From an optimization exercise on the open Yosys and OpenROAD flow, aimed at small area; shortcuts taken in it are not production practice.
The RTL was checked by simulation tests, not by an equivalence proof against the original design.
Power and IR drop assume default switching activity.

Setup of job 101:
==> flow/design.v <==
`timescale 1ns/1ps
`default_nettype none
module fft_seq (
   input  logic clk,
   input  logic rst_n,
   input  logic in_nd,
   output logic ld,
   output logic park,
   output logic cap,
   output logic mac,
   output logic first,
   output logic use_a,
   output logic use_b,
   output logic neg_a,
   output logic shift,
   output logic w1,
   output logic w2,
   output logic out_nd,
   output logic overflow
);
   localparam logic [1:0] S_IDLE = 2'd0;
   localparam logic [1:0] S_LOAD = 2'd1;
   localparam logic [1:0] S_RUN  = 2'd2;    
   localparam logic [1:0] S_BUSY = 2'd3;    
   logic [1:0]  state;
   logic [3:0]  c;            
   logic [3:0]  ph, u;
   logic [3:0]  lo;           
   logic [3:0]  pm;           
   logic        busy, outp, hit, last, start;
   logic [3:0]  hs, hr, hn;
   logic [2:0]  k;
   assign busy = (state == S_BUSY);
   assign ph   = c;
   assign u    = c;
   assign outp = (pm == 4'd0);
   assign hs   = lo | pm;
   assign hit  = (ph == hs);
   assign last = &hs;
   assign hr   = {hs[0], hs[1], hs[2], hs[3]} + 4'd1;
   assign hn   = {hr[0], hr[1], hr[2], hr[3]} & ~pm;
   assign k[2] = (pm[2] & lo[3]) | (pm[1] & lo[2]) | (pm[0] & lo[1]);
   assign k[1] = (pm[1] & lo[3]) | (pm[0] & lo[2]);
   assign k[0] = pm[0] & lo[3];
   localparam logic [1:0] CLS_T = 2'd0;    
   localparam logic [1:0] CLS_1 = 2'd1;    
   localparam logic [1:0] CLS_2 = 2'd2;    
   logic [1:0] cls;
   logic       swap;
   logic [3:0] step;
   assign cls  = k[0] ? CLS_1 : (k[1] ? CLS_2 : CLS_T);
   assign swap = k[0] ? (k[1] ^ k[2]) : (~k[1] & k[2]);
   always_comb
   begin
      case ({cls, u})
         {CLS_T, 4'd1}: step = 4'b1100;
         {CLS_1, 4'd1}: step = 4'b1101;
         {CLS_1, 4'd2}: step = 4'b1001;
         {CLS_1, 4'd3}: step = 4'b1011;
         {CLS_1, 4'd4}: step = 4'b1101;
         {CLS_1, 4'd5}: step = 4'b1101;
         {CLS_1, 4'd6}: step = 4'b1001;
         {CLS_1, 4'd7}: step = 4'b1100;
         {CLS_1, 4'd8}: step = 4'b1011;
         {CLS_1, 4'd9}: step = 4'b1100;
         {CLS_1, 4'd10}: step = 4'b1011;
         {CLS_1, 4'd11}: step = 4'b1101;
         {CLS_2, 4'd1}: step = 4'b1100;
         {CLS_2, 4'd2}: step = 4'b1011;
         {CLS_2, 4'd3}: step = 4'b1001;
         {CLS_2, 4'd4}: step = 4'b1100;
         {CLS_2, 4'd5}: step = 4'b1011;
         {CLS_2, 4'd6}: step = 4'b1001;
         {CLS_2, 4'd7}: step = 4'b1100;
         {CLS_2, 4'd8}: step = 4'b1011;
         {CLS_2, 4'd9}: step = 4'b1100;
         {CLS_2, 4'd10}: step = 4'b1011;
         {CLS_2, 4'd11}: step = 4'b1001;
         {CLS_2, 4'd12}: step = 4'b1100;
         {CLS_2, 4'd13}: step = 4'b1011;
         default: step = 4'b0000;
      endcase
   end
   assign w1    = busy && (u == -pm);
   assign mac   = busy & step[3];
   assign use_a = swap ? step[1] : step[2];
   assign use_b = swap ? step[2] : step[1];
   assign shift = step[0];
   assign first = (u == 4'd1);
   assign neg_a = k[2] & (k[1] | k[0]);
   logic ready;
   assign ready  = (state == S_IDLE) || ((state == S_RUN) && outp && hit && last);
   assign ld     = in_nd && (ready || (state == S_LOAD));
   assign start  = (state == S_RUN) && !outp && hit;
   assign w2     = busy && (u == 4'd0);
   assign park   = busy && (u != 4'd0);
   assign cap    = !park || w1;
   assign out_nd = (state == S_RUN) && outp && hit;
   always_ff @(posedge clk)
   begin
      if (ready && in_nd)
         c <= 4'd2;
      else if (start)
         c <= 4'd1;
      else if (w2)
         c <= hs + 4'd2;
      else
         c <= c + 4'd1;
      if (state == S_LOAD)
      begin
         lo <= 4'd0;
         pm <= 4'd8;
      end
      else
      begin
         if (w2 || out_nd)
            lo <= hn;
         if (w2 && last)
            pm <= pm >> 1;
      end
   end
   always_ff @(posedge clk or negedge rst_n)
   begin
      if (!rst_n)
      begin
         state    <= S_IDLE;
         overflow <= 1'b0;
      end
      else
      begin
         if (in_nd && !(ready || (state == S_LOAD)))
            overflow <= 1'b1;
         case (state)
            S_IDLE:
               if (in_nd)
                  state <= S_LOAD;
            S_LOAD:
               if (ph == 4'd0)
                  state <= S_RUN;
            S_RUN:
               if (start)
                  state <= S_BUSY;
               else if (outp && hit && last)
                  state <= in_nd ? S_LOAD : S_IDLE;
            default:
               if (w2)
                  state <= S_RUN;
         endcase
      end
   end
endmodule
`default_nettype wire
`timescale 1ns/1ps
`default_nettype none
module fft_bf_unit (
   input  logic        clk,
   input  logic        cap,      
   input  logic        mac,      
   input  logic        first,    
   input  logic        use_a,    
   input  logic        use_b,    
   input  logic        neg_a,    
   input  logic        shift,    
   input  logic        w1,
   input  logic        w2,
   input  logic        pass,
   input  logic [23:0] r0,
   output logic [23:0] wr_data,
   output logic [23:0] bq
);
   logic [13:0] p_re, p_im;
   logic        f_re, f_im;
   logic [13:0] y_re, y_im, x_re, x_im, s_re, s_im;
   logic        neg_re, neg_im, g_re, g_im, zx, cin;
   logic [13:0] b_re, b_im, a_re, a_im;
   assign b_re = {{2{bq[11]}}, bq[11:0]};
   assign b_im = {{2{bq[23]}}, bq[23:12]};
   assign a_re = {{2{r0[11]}}, r0[11:0]};
   assign a_im = {{2{r0[23]}}, r0[23:12]};
   logic sel_a, sel_b, sel_r, sel_2;
   assign sel_a = mac & use_a;
   assign sel_b = mac & use_b;
   assign sel_r = w1;
   assign sel_2 = w2 | pass;
   assign y_re = ({14{sel_a}} & b_re) | ({14{sel_b}} & b_im) | ({14{sel_r}} & a_re)
               | ({14{sel_2}} & {b_re[12:0], 1'b0});
   assign y_im = ({14{sel_a}} & b_im) | ({14{sel_b}} & b_re) | ({14{sel_r}} & a_im)
               | ({14{sel_2}} & {b_im[12:0], 1'b0});
   assign neg_re = (sel_a & neg_a) | w2;
   assign neg_im = (sel_a & neg_a) | sel_b | w2;
   assign zx   = (mac & first) | (pass & ~w2);
   assign cin  = w2;
   assign g_re = (f_re & ~zx) ^ neg_re;
   assign g_im = (f_im & ~zx) ^ neg_im;
   assign x_re = (p_re & {14{~zx}}) ^ {14{g_re}};
   assign x_im = (p_im & {14{~zx}}) ^ {14{g_im}};
   logic [14:0] c_re, c_im;
   assign c_re[0] = cin;
   assign c_im[0] = cin;
   for (genvar i = 0; i < 14; i++)
   begin : g_add
      assign s_re[i]   = x_re[i] ^ y_re[i] ^ c_re[i];
      assign c_re[i+1] = (x_re[i] & y_re[i]) | (c_re[i] & (x_re[i] ^ y_re[i]));
      assign s_im[i]   = x_im[i] ^ y_im[i] ^ c_im[i];
      assign c_im[i+1] = (x_im[i] & y_im[i]) | (c_im[i] & (x_im[i] ^ y_im[i]));
   end
   always_ff @(posedge clk)
   begin
      p_re <= (mac && shift) ? {s_re[13], s_re[13:1]} : s_re;
      p_im <= (mac && shift) ? {s_im[13], s_im[13:1]} : s_im;
      f_re <= mac & neg_re;
      f_im <= mac & neg_im;
      if (cap)
         bq <= r0;
   end
   assign wr_data = {s_im[12:1], s_re[12:1]};
endmodule
`default_nettype wire
`timescale 1ns/1ps
`default_nettype none
module fft_ring (
   input  logic        clk,
   input  logic        ld,
   input  logic        keep,
   input  logic [23:0] in_x,
   input  logic [23:0] wr_data,
   output logic [23:0] r0
);
   logic [23:0] r [15];
   always_ff @(posedge clk)
   begin
      for (int i = 0; i < 14; i++)
         r[i] <= r[i+1];
      if (ld)
         r[14] <= in_x;
      else if (keep)
         r[14] <= r[0];
      else
         r[14] <= wr_data;
   end
   assign r0 = r[0];
endmodule
`default_nettype wire
`timescale 1ns/1ps
`default_nettype none
module fft_dit_top (
   input  logic        clk,
   input  logic        rst_n,
   input  logic [23:0] in_x,
   input  logic        in_nd,
   output logic [23:0] out_x,
   output logic        out_nd,
   output logic        overflow
);
   logic        ld, park, cap, mac, first, use_a, use_b, neg_a, shift, w1, w2;
   logic [23:0] r0, wr_data, bq;
   fft_seq u_seq (
      .clk, .rst_n, .in_nd, .ld, .park, .cap, .mac, .first, .use_a, .use_b, .neg_a,
      .shift, .w1, .w2, .out_nd, .overflow
   );
   fft_bf_unit u_bf (
      .clk, .cap, .mac, .first, .use_a, .use_b, .neg_a, .shift, .w1, .w2,
      .pass (!park), .r0, .wr_data, .bq
   );
   fft_ring u_ring (
      .clk, .ld, .keep (park & !w1), .in_x, .wr_data, .r0
   );
   assign out_x = r0;
endmodule
`default_nettype wire
clock: 10.0 ns
lec_check: 0
cap_margin: 20
core_margin: 2
core_utilization: 40
slew_margin: 20
run.sh (not shown) runs the stock make flow with config.mk's settings and CLKGATE_MAP_FILE= SYNTH_SCRIPT=/design/flow/synth_recipe.tcl, a recipe that flattens the netlist after the stock synthesis.
Job 101: all stages complete, timing, DRC and antenna checks passed
Edits applied to the flow inputs when going from job 101 to job 102:
==> flow/flow/run.sh (new file) <==
#!/bin/bash
# Standard layout with a lighter clock tree and smaller port buffers:
# no dummy clock loads, mid-size clock buffers and bigger sink clusters.
set -euo pipefail
export CTS_ARGS="-sink_clustering_enable -repair_clock_nets -dont_use_dummy_load -buf_list {sky130_fd_sc_hd__clkbuf_4 sky130_fd_sc_hd__clkbuf_8} -sink_clustering_size 18 -sink_clustering_max_diameter 70"
export BUFFER_PORTS_ARGS="-buffer_cell sky130_fd_sc_hd__buf_1"
bash standard.sh > standard.log 2>&1
==> flow/standard.sh (new file) <==
#!/bin/bash
# synth_recipe.tcl (not shown) runs the flow's synth.tcl, then flattens the netlist and writes it again
# the make line also repeats each setting of config.mk as NAME=value (left out here)
make -C /OpenROAD-flow-scripts/flow DESIGN_CONFIG=/design/flow/config.mk WORK_HOME=/design/flow/orfs CLKGATE_MAP_FILE= SYNTH_SCRIPT=/design/flow/synth_recipe.tcl "${@:-finish}"
removed: flow/run.sh
Job 102 ended up with a lower part of the power in the clock network than job 101 did. Job 102: critical path data arrival time 0.05 ns above job 101. Cell type of the slowest stage on the worst timing path = sky130_fd_sc_hd__and2_1: job 101; cell type of the slowest stage on the worst timing path = sky130_fd_sc_hd__a21oi_2: job 102. Compared with job 101, in job 102 overall routed net length went down 2.6%, final worst hold slack went down 0.0050 ns, cell count along the critical path went down 1, total CTS buffers went down 31%, share of total power in combinational logic held. Cell area (job 102 vs. job 101) decreases by a little under 10%. Compared job 102 against job 101; detailed-placement wirelength estimate within noise. Job 102 does better than job 101 on final setup slack of the worst path.

==> what the ideal ports hide <==
The results above use ideal ports. As a check the final layouts listed here were re-extracted and re-timed, cells and wires unchanged.
Step 1, drivers: a clkbuf_16 drives clk and a buf_2 each remaining input, both assumed.
Step 2 also shifts input and output timing later by t, the mid clock arrival at the registers, as if the neighbouring blocks saw the same clock.
Slacks: ideal ports / drivers / drivers and shift; pairs: ideal ports / drivers.
run | shift t [ns] | setup WS [ns] | worst slew at a driven data input, ns
job 101 | 0.575 | 1.221 / 1.221 / 1.221 | 0.03
job 102 | 0.613 | 1.266 / 1.266 / 1.266 | 0.04
After both steps every run listed still meets setup and hold.
